This design comes from an exercise in tuning for small area, a short achievable clock period and few clock cycles on the open sky130 flow, not from production work.
Function was checked by simulation only, so behaviour that the tests miss may differ from the original.

Setup of build 24:
Design vector_lane, start of the top module:
module vector_lane #(
  parameter int QD  = 4,                      
  parameter bit MM2 = 1'b0                    
) (
  input  logic        clk_i,
  input  logic        resetn_i,
  input  logic        psel_i,
  input  logic        penable_i,
  input  logic        pwrite_i,
  input  logic [7:0]  paddr_i,
  input  logic [31:0] pwdata_i,
  output logic [31:0] prdata_o,
  output logic        pready_o,
  output logic        pslverr_o
);
  localparam int QB = $clog2(QD + 1);
  localparam int QW = 46;
  logic [31:0] rf_q [8][8];
  logic [7:0]  val_q [8];
  logic [7:0]  rf_we [8];
  logic [31:0] wd [8];
  always_ff @(posedge clk_i) begin
    for (int r = 0; r < 8; r++)
      for (int e = 0; e < 8; e++)
        if (rf_we[r][e]) rf_q[r][e] <= wd[e];
  end
  always_ff @(posedge clk_i or negedge resetn_i) begin
    if (!resetn_i) begin
      for (int r = 0; r < 8; r++) val_q[r] <= '0;
    end else begin
      for (int r = 0; r < 8; r++) val_q[r] <= val_q[r] | rf_we[r];
    end
  end
  logic [7:0]  ad_q;
  logic        wr_q;
  logic [31:0] wdat_q;
  logic        pready_q;
  logic [31:0] prdata_q;
  logic [31:0] scalar_q;
  logic [16:0] instr_q;
  always_ff @(posedge clk_i) begin
    ad_q   <= paddr_i;
    wr_q   <= pwrite_i;
    wdat_q <= pwdata_i;
  end
  logic in_elem, in_scalar, in_instr, in_status;
  assign in_elem   = (paddr_i[7:6] == 2'b00);
  assign in_scalar = (paddr_i == 8'h40);
  assign in_instr  = (paddr_i == 8'h44);
  assign in_status = (paddr_i == 8'h48);
  logic a_elem, a_scalar, a_instr;
  assign a_elem   = (ad_q[7:6] == 2'b00);
  assign a_scalar = (ad_q == 8'h40);
  assign a_instr  = (ad_q == 8'h44);
  logic done_wr, scalar_wr, instr_wr;
  assign done_wr   = pready_q && wr_q;
  assign scalar_wr = done_wr && a_scalar;
  assign instr_wr  = done_wr && a_instr;
  logic [QW-1:0] q_q [QD];
  logic [QB-1:0] cnt_q;
  logic          pop;
  logic [QW-1:0] newent;
  logic [QW-1:0] hd;
  logic [2:0]    hd_op, hd_vd, hd_vs1, hd_vs2;
  logic          hd_vv, hd_vm;
  logic [31:0]   hd_bc;
  assign hd     = q_q[0];
  assign hd_op  = hd[45:43];
  assign hd_vv  = hd[42];
  assign hd_vm  = hd[41];
  assign hd_vd  = hd[40:38];
  assign hd_vs1 = hd[37:35];
  assign hd_vs2 = hd[34:32];
  assign hd_bc  = hd[31:0];
  ...
==> flow/config.mk <==
export PLATFORM = sky130hd
export DESIGN_NAME = vector_lane
export DESIGN_NICKNAME = vector_lane
export VERILOG_FILES = /design/flow/design.v
export SDC_FILE = /design/flow/constraint.sdc
export NUM_CORES = 4
export LEC_CHECK = 0
export CAP_MARGIN = 20
export CELL_PAD_IN_SITES_DETAIL_PLACEMENT = 1
export CELL_PAD_IN_SITES_GLOBAL_PLACEMENT = 2
export CORE_MARGIN = 2
export CORE_UTILIZATION = 50
export CTS_CLUSTER_DIAMETER = 100
export CTS_CLUSTER_SIZE = 20
export PLACE_DENSITY = 0.6
export SLEW_MARGIN = 20
==> flow/constraint.sdc <==
create_clock -name core_clock -period 14.0 [get_ports {clk_i}]
set_input_delay 2.8000 -clock core_clock [delete_from_list [all_inputs] [get_ports {clk_i}]]
set_output_delay 2.8000 -clock core_clock [all_outputs]
set_load 0.01 [all_outputs]
standard.sh (not shown) runs the stock make flow with config.mk's settings and CLKGATE_MAP_FILE= SYNTH_SCRIPT=/design/flow/synth_recipe.tcl, a recipe that flattens the netlist after the stock synthesis.
==> flow/flow/run.sh <==
#!/bin/bash
# The standard layout, with timing repair aimed at a shorter period than the
# clock constraint (the constraint itself is unchanged) over all violating
# endpoints, and the port buffers made of plain buffers rather than the delay
# cells buffer_ports picks.
set -euo pipefail
bash standard.sh SETUP_SLACK_MARGIN=10 TNS_END_PERCENT=100 \
  "BUFFER_PORTS_ARGS=-buffer_cell sky130_fd_sc_hd__buf_4" finish > standard_flow.log 2>&1
Per the final summary, build 24 finished and its layout is clean on timing, DRC and antenna.
Testbench counts of build 24, summed over its fixed seeds: cycles 768.
Input changes introduced in build 7 (baseline for comparison: build 24):
Settings: CAP_MARGIN: 20 -> 40; SLEW_MARGIN: 20 -> 40.
-- flow/flow/run.sh --
<<< build 24, line 5
# cells buffer_ports picks.
set -euo pipefail
bash standard.sh SETUP_SLACK_MARGIN=10 TNS_END_PERCENT=100 \
  "BUFFER_PORTS_ARGS=-buffer_cell sky130_fd_sc_hd__buf_4" finish > standard_flow.log 2>&1
>>> build 7, line 5
# cells buffer_ports picks.
set -euo pipefail
bash standard.sh SETUP_SLACK_MARGIN=9.6 TNS_END_PERCENT=100 \
  "BUFFER_PORTS_ARGS=-buffer_cell sky130_fd_sc_hd__buf_4" finish > standard_flow.log 2>&1
==> summary.txt <==
When the final numbers for build 24 and build 7 were put side by side, the multi-input logic portion of the cell area turned out to be smaller in build 7.
Global-route met2 utilization ends up higher on build 24.
Delta (build 7 minus build 24): number of global-route vias before repair has decreased; CTS buffer count has decreased; layout filler cell count has increased; fmax has increased; routed wire length has decreased.
Build 7 vs. build 24: initial detailed-routing violation count decreased 1739; sum of net half-perimeters after detailed placement decreased 0.39%; maximum number of pins on one net before global-route repair decreased 4.
Changes in build 33 relative to build 7:
Settings: changing SLEW_MARGIN from 40 to 20; changing CAP_MARGIN from 40 to 20.
Results
Post-layout minimum cycle time | build 33 below build 7. Build 33 and build 7 ended up with roughly the same synthesized netlist net count. The final layout from build 33, which completed every stage, passed the timing, DRC and antenna checks at the end of the flow. Delta (build 33 minus build 7): worst setup slack after layout went up 38 ps; signed area change from the synthesized netlist to the final layout went down 0.30 points; worst hold slack went down 5.2 ps. Build 33 ends up with higher clock buffer instance count of the final layout than build 7 does.

port drivers added, routing unchanged:
The flow's constraints put no driver on any port. The routed layouts listed below were extracted and timed again, unchanged, in two steps. Step 1 assumes that a clkbuf_16 drives the clock port and a buf_2 every other input. Step 2 also shifts input and output timing later by t, the mid clock arrival at the registers, as if the neighbouring blocks saw the same clock. Slacks: ideal ports / drivers / drivers and shift; pairs: ideal ports / drivers.
run | shift t [ns] | slack for setup (ns) | worst setup path after step 2 | worst slew at a driven data input, ns
build 24 | 1.039 | 9.399 / 9.399 / 9.186 | input to register | 0.10
build 7 | 1.052 | 9.440 / 9.440 / 8.928 | input, reset recovery | 0.08
build 33 | 1.042 | 9.479 / 9.479 / 8.989 | input, reset recovery | 0.08
After both steps every run listed still meets setup and hold. The setup slack of build 7, which loses most, moves by 0.000 ns with the drivers and by -0.512 ns with both steps. Setup slack includes reset recovery checks.
